This is an optimization exercise on Yosys and OpenROAD, whose aim is small area, a short achievable clock period and few clock cycles per item, not a production implementation.
At most, simulation tests tie the RTL to the original design; equivalence was not proved.
Power is estimated from default activity; no workload was simulated.

Setup of the previous run:
## strided_index_generator_top
module strided_index_generator_top (
  input  logic                            clk,
  input  logic                            rst_n,
  input  logic                            cfg_we,
  input  logic [sig_pkg::CFG_IDX_W-1:0]   cfg_index,
  input  logic [sig_pkg::CFG_W-1:0]       cfg_wdata,
  input  logic                            in_valid,
  output logic                            in_stall,
  input  logic                            in_restart,
  output logic                            out_valid,
  input  logic                            out_stall,
  output logic [sig_pkg::LIN_W-1:0]       out_linear_index,
  output logic [sig_pkg::OFF_W-1:0]       out_source_offset,
  output logic                            out_last
);
clock: 8.0 ns
lec_check: 0
abc_clock_period_in_ps: 3000
cap_margin: 20
core_margin: 2
core_utilization: 60
cts_cluster_diameter: 80
cts_cluster_size: 25
setup_slack_margin: 5.0
slew_margin: 20
standard.sh (not shown) runs the stock make flow with config.mk's settings and CLKGATE_MAP_FILE= SYNTH_SCRIPT=/design/flow/synth_recipe.tcl, a recipe that flattens the netlist after the stock synthesis.
==> flow/flow/run.sh <==
#!/bin/bash
export BUFFER_PORTS_ARGS="-buffer_cell sky130_fd_sc_hd__buf_1"
bash standard.sh MATCH_CELL_FOOTPRINT=0 finish > standard.log 2>&1
Testbench counts of the previous run, summed over its fixed seeds: cycles 69,002, items 65,802.
### the previous run -> the current run
# the previous run
export LEC_CHECK = 0
export ABC_CLOCK_PERIOD_IN_PS = 3000
export CAP_MARGIN = 20
export CORE_MARGIN = 2
export CORE_UTILIZATION = 60
export CTS_CLUSTER_DIAMETER = 80
export CTS_CLUSTER_SIZE = 25
export SETUP_SLACK_MARGIN = 5.0
export SLEW_MARGIN = 20
create_clock -name core_clock -period 8.0 [get_ports {clk}]
# the current run
export LEC_CHECK = 0
export ABC_CLOCK_PERIOD_IN_PS = 3000
export CAP_MARGIN = 20
export CORE_MARGIN = 2
export CORE_UTILIZATION = 70
export CTS_CLUSTER_DIAMETER = 80
export CTS_CLUSTER_SIZE = 25
export SETUP_SLACK_MARGIN = 5.0
export SLEW_MARGIN = 20
create_clock -name core_clock -period 8.0 [get_ports {clk}]
==> flow/flow/run.sh <==
#!/bin/bash
export BUFFER_PORTS_ARGS="-buffer_cell sky130_fd_sc_hd__buf_2"
bash standard.sh MATCH_CELL_FOOTPRINT=0 finish > standard.log 2>&1
[summary]
Result: PASS for each of the current run and the previous run
Layout overhead on the synthesized area, the current run and the previous run: smaller value in the current run
Diff the previous run -> the current run: routed wire length moved down; pre-CTS setup slack saw an increase; power fell by about 2.3%.
Compared to the previous run, the current run shows a narrower setup margin.
Compared with the previous run, the current run shows a count of clock-buffer cells in the layout that is 5 lower.

---

== run a ==
The RTL this note starts from:
==> flow/design.v <==
package sig_pkg;
  localparam int NDIM      = 4;
  localparam int SIZE_W    = 16;
  localparam int STRIDE_W  = 32;
  localparam int LIN_W     = 64;
  localparam int OFF_W     = 50;
  localparam int CFG_IDX_W = 3;
  localparam int CFG_W     = 32;
endpackage
module strided_index_generator_top (
  input  logic                            clk,
  input  logic                            rst_n,
  input  logic                            cfg_we,
  input  logic [sig_pkg::CFG_IDX_W-1:0]   cfg_index,
  input  logic [sig_pkg::CFG_W-1:0]       cfg_wdata,
  input  logic                            in_valid,
  output logic                            in_stall,
  input  logic                            in_restart,
  output logic                            out_valid,
  input  logic                            out_stall,
  output logic [sig_pkg::LIN_W-1:0]       out_linear_index,
  output logic [sig_pkg::OFF_W-1:0]       out_source_offset,
  output logic                            out_last
);
  logic [15:0] szm1_r   [4];   
  logic [31:0] stride_r [4];
  logic [15:0] cur_r [4];
  logic [3:0]  ae_r;
  logic [63:0] lin_r;
  logic [47:0] b0_r;
  logic [48:0] b1_r;
  logic [49:0] b2_r;
  logic [49:0] b3_r;
  logic [49:0] a_r;
  logic [47:0] y_r;
  logic        ov_r;      
  logic        pv_r;      
  logic        pr_r;      
  logic        need_r;    
  logic        busy_r;    
  logic        done_r;    
  logic        init_r;    
  logic        fin_r;     
  logic [1:0]  dim_r;     
  logic [4:0]  bit_r;     
  logic [3:0]  ge_r;      
  logic src_v, src_rs, restart, gen, start_rb, out_free;
  assign out_free = !ov_r || !out_stall;
  assign src_v    = pv_r || in_valid;
  assign src_rs   = pv_r ? pr_r : in_restart;
  assign restart  = src_rs || (&ae_r);
  assign gen      = src_v && out_free && !busy_r && (!need_r || done_r || restart);
  assign start_rb = src_v && !busy_r && need_r && !done_r && !restart;
  logic [3:0]  cr;        
  logic [3:0]  sel;       
  logic [3:0]  z;         
  logic [3:0]  ae_inc;    
  logic [3:0]  ae_nx;     
  logic [3:0]  ks_nx;     
  logic [3:0]  ks_z;      
  logic [15:0] cur_inc [4];
  logic [15:0] wsz;
  logic [49:0] sum;
  always_comb begin
    cr[3] = 1'b1;
    for (int d = 2; d >= 0; d--) cr[d] = cr[d+1] && ae_r[d+1];
    for (int d = 0; d < 4; d++) begin
      sel[d]     = cr[d] && !ae_r[d];
      z[d]       = szm1_r[d] == 16'd0;
      cur_inc[d] = cur_r[d] + 16'd1;
      ae_inc[d]  = (cur_inc[d] == szm1_r[d]) || (need_r && ge_r[d]);
      if (sel[d])      ae_nx[d] = ae_inc[d];
      else if (cr[d])  ae_nx[d] = z[d];
      else if (need_r) ae_nx[d] = ge_r[d];
      else             ae_nx[d] = ae_r[d];
    end
    ks_nx[3] = !ae_nx[3];
    ks_nx[2] = !ae_nx[2] && ae_nx[3];
    ks_nx[1] = !ae_nx[1] && ae_nx[3] && ae_nx[2];
    ks_nx[0] = !ae_nx[0] && ae_nx[3] && ae_nx[2] && ae_nx[1];
    ks_z[3]  = !z[3];
    ks_z[2]  = !z[2] && z[3];
    ks_z[1]  = !z[1] && z[3] && z[2];
    ks_z[0]  = !z[0] && z[3] && z[2] && z[1];
    wsz = cfg_wdata[15:0] - 16'(cfg_wdata[15:0] != 16'd0);
  end
  assign sum = a_r + 50'(y_r);
  logic [3:0] cbit, sbit;
  logic       cb;
  always_comb begin
    for (int d = 0; d < 4; d++) begin
      cbit[d] = cur_r[d][bit_r[3:0]];
      sbit[d] = szm1_r[d][bit_r[3:0]];
    end
    cb = cbit[dim_r];
  end
  logic rb_mul, rb_store, rb_init, rb_fin;
  assign rb_init  = busy_r && init_r;
  assign rb_fin   = busy_r && fin_r;
  assign rb_mul   = busy_r && !init_r && !fin_r && !bit_r[4];
  assign rb_store = busy_r && !init_r && !fin_r && bit_r[4];
  logic [49:0] a_nx;
  logic [47:0] y_nx, y_z;
  always_comb begin
    a_nx = '0;
    y_nx = '0;
    y_z  = '0;
    for (int d = 0; d < 4; d++) begin
      if (ks_nx[d]) y_nx = y_nx | 48'(stride_r[d]);
      if (ks_z[d])  y_z  = y_z  | 48'(stride_r[d]);
    end
    if (|(ks_nx & cr)) a_nx = sum;
    else if (ks_nx[0]) a_nx = 50'(b0_r);
    else if (ks_nx[1]) a_nx = 50'(b1_r);
    else if (ks_nx[2]) a_nx = b2_r;
  end
  always_ff @(posedge clk) begin
    if (!rst_n) begin
      for (int d = 0; d < 4; d++) begin
        szm1_r[d]   <= 16'd0;
        stride_r[d] <= '0;
      end
      stride_r[3] <= 32'd1;
    end else if (cfg_we) begin
      case (cfg_index)
        3'd0: szm1_r[0]   <= wsz;
        3'd1: szm1_r[1]   <= wsz;
        3'd2: szm1_r[2]   <= wsz;
        3'd3: szm1_r[3]   <= wsz;
        3'd4: stride_r[0] <= cfg_wdata;
        3'd5: stride_r[1] <= cfg_wdata;
        3'd6: stride_r[2] <= cfg_wdata;
        3'd7: stride_r[3] <= cfg_wdata;
        default: ;
      endcase
    end
  end
  always_ff @(posedge clk) begin
    if (!rst_n) begin
      ov_r   <= 1'b0;
      pv_r   <= 1'b0;
      ae_r   <= 4'hf;
      need_r <= 1'b0;
      busy_r <= 1'b0;
      done_r <= 1'b0;
    end else begin
      if (gen) ov_r <= 1'b1;
      else if (!out_stall) ov_r <= 1'b0;
      if (pv_r) begin
        if (gen) pv_r <= 1'b0;
      end else if (in_valid && !gen) begin
        pv_r <= 1'b1;
      end
      if (cfg_we && !(&ae_r)) need_r <= 1'b1;
      else if (gen) need_r <= 1'b0;
      if (start_rb) busy_r <= 1'b1;
      else if (rb_fin) busy_r <= 1'b0;
      if (gen) done_r <= 1'b0;
      else if (rb_fin) done_r <= 1'b1;
      if (gen) ae_r <= restart ? z : ae_nx;
    end
  end
  always_ff @(posedge clk) begin
    if (!pv_r) pr_r <= in_restart;
  end
  always_ff @(posedge clk) begin
    if (start_rb) begin
      init_r <= 1'b1;
      fin_r  <= 1'b0;
      dim_r  <= 2'd0;
      bit_r  <= 5'd0;
      ge_r   <= 4'hf;
    end else if (busy_r) begin
      init_r <= 1'b0;
      if (!init_r && !fin_r) begin
        if (bit_r[4]) begin
          bit_r <= 5'd0;
          dim_r <= dim_r + 2'd1;
          fin_r <= (dim_r == 2'd3);
        end else begin
          bit_r <= bit_r + 5'd1;
        end
        if (dim_r == 2'd0 && !bit_r[4]) begin
          for (int d = 0; d < 4; d++) begin
            if (cbit[d] != sbit[d]) ge_r[d] <= cbit[d];
          end
        end
      end
    end
  end
  always_ff @(posedge clk) begin
    if (gen) begin
      for (int d = 0; d < 4; d++) begin
        if (restart || (cr[d] && !sel[d])) cur_r[d] <= '0;
        else if (sel[d])                   cur_r[d] <= cur_inc[d];
      end
      lin_r <= restart ? '0 : lin_r + 64'd1;
    end
  end
  always_ff @(posedge clk) begin
    if (gen) begin
      if (restart) begin
        b0_r <= '0;
        b1_r <= '0;
        b2_r <= '0;
        b3_r <= '0;
      end else begin
        if (cr[0]) b0_r <= sum[47:0];
        if (cr[1]) b1_r <= sum[48:0];
        if (cr[2]) b2_r <= sum;
        b3_r <= sum;
      end
    end else if (rb_store) begin
      case (dim_r)
        2'd0: b0_r <= sum[47:0];
        2'd1: b1_r <= sum[48:0];
        2'd2: b2_r <= sum;
        2'd3: b3_r <= sum;
        default: ;
      endcase
    end
  end
  always_ff @(posedge clk) begin
    if (gen) begin
      a_r <= restart ? '0 : a_nx;
      y_r <= restart ? y_z : y_nx;
    end else if (rb_init) begin
      a_r <= '0;
      y_r <= 48'(stride_r[0]);
    end else if (rb_mul) begin
      if (cb) a_r <= sum;
      y_r <= (bit_r[3:0] == 4'd15) ? '0 : {y_r[46:0], 1'b0};
    end else if (rb_store) begin
      y_r <= 48'(stride_r[dim_r + 2'd1]);
    end else if (rb_fin) begin
      if (sel[0]) a_r <= 50'(b0_r);
      else if (sel[1]) a_r <= 50'(b1_r);
      else if (sel[2]) a_r <= b2_r;
      for (int d = 0; d < 4; d++) begin
        if (sel[d]) y_r <= 48'(stride_r[d]);
      end
    end
  end
  assign in_stall          = pv_r;
  assign out_valid         = ov_r;
  assign out_linear_index  = lin_r;
  assign out_source_offset = b3_r;
  assign out_last          = &ae_r;
endmodule
clock: 8.0 ns
lec_check: 0
abc_clock_period_in_ps: 3000
cap_margin: 20
core_margin: 2
core_utilization: 40
setup_slack_margin: 4.5
slew_margin: 20
run.sh (not shown) runs the stock make flow with config.mk's settings and CLKGATE_MAP_FILE= SYNTH_SCRIPT=/design/flow/synth_recipe.tcl, a recipe that flattens the netlist after the stock synthesis.
Stock flow here: none of the scripts above is used.
## Diff of input files: run b against run a
- changing SETUP_SLACK_MARGIN from 4.5 to 5.0
==> summary.txt <==
- Between run b and run a, global-route track usage on met3 is lower for run a, run b comes in above that.
- Comparing run b and run a, the lower post-CTS resize count was measured on run a.
- Lower met1 capacity usage during global routing was reported by run a, not run b.
No functional check of the RTL was part of any run of this note.

---

strided_index_generator_top, a different RTL version from the one above (not shown whole).
For scale: ~2800 cells after synthesis, about 650 flip-flops, about 31000 um2 of cells after synthesis.
Settings: LEC_CHECK=0, ABC_CLOCK_PERIOD_IN_PS=3000, CAP_MARGIN=20, CORE_MARGIN=2, CORE_UTILIZATION=60, CTS_CLUSTER_DIAMETER=80, CTS_CLUSTER_SIZE=25, SETUP_SLACK_MARGIN=5.0, SLEW_MARGIN=20; clock period 8.0 ns.
standard.sh (not shown) runs the stock make flow with config.mk's settings and CLKGATE_MAP_FILE= SYNTH_SCRIPT=/design/flow/synth_recipe.tcl, a recipe that flattens the netlist after the stock synthesis.
==> flow/flow/run.sh <==
#!/bin/bash
export BUFFER_PORTS_ARGS="-buffer_cell sky130_fd_sc_hd__buf_4"
bash standard.sh MATCH_CELL_FOOTPRINT=0 finish > standard.log 2>&1
Testbench counts at the start, summed over its fixed seeds: cycles 69,002, items 65,802.
Then changed:
==> flow/flow/run.sh (replaced) <==
#!/bin/bash
export BUFFER_PORTS_ARGS="-buffer_cell sky130_fd_sc_hd__buf_2"
bash standard.sh MATCH_CELL_FOOTPRINT=0 finish > standard.log 2>&1
After rerunning: Core utilization falls by 1.6 points. Worst setup slack loses 0.059 ns. Fmax fell by 1.9%. Sequential power barely changes. Final cell count falls by 0.68%.

## static timing again, ports no longer ideal
The results above use ideal ports. As a check the final layouts listed here were re-extracted and re-timed, cells and wires unchanged. Step 1 (the two cells are an assumption about what drives the block):
set clk [get_ports {clk}]
set_driving_cell -lib_cell sky130_fd_sc_hd__clkbuf_16 $clk
set_driving_cell -lib_cell sky130_fd_sc_hd__buf_2 [delete_from_list [all_inputs] $clk]
Step 2, shift: input delay + t, output delay - t, t = (earliest + latest rising clock arrival at the registers) / 2. This alone moves slack from input paths to output paths. a / b / c = ideal ports / drivers / drivers and shift; a / b = the first two.
| run | t (ns) | slack for setup (ns) | worst setup path after step 2 |
|---|---|---|---|
| the previous run | 0.653 | 5.019 / 4.986 / 4.425 | input to register |
| the current run | 0.645 | 4.905 / 4.925 / 4.279 | input to register |
| run a | 0.710 | 4.224 / 4.224 / 3.626 | input to register |
| run b | 0.691 | 4.357 / 4.357 / 3.747 | input to register |
| the first run of note 3 | 0.647 | 5.006 / 5.006 / 4.404 | input to register |
| the second run of note 3 | 0.647 | 4.947 / 4.947 / 4.376 | input to register |
After both steps setup and hold are still met in every run listed. The setup slack of the current run, which loses most, moves by +0.020 ns with the drivers and by -0.626 ns with both steps.
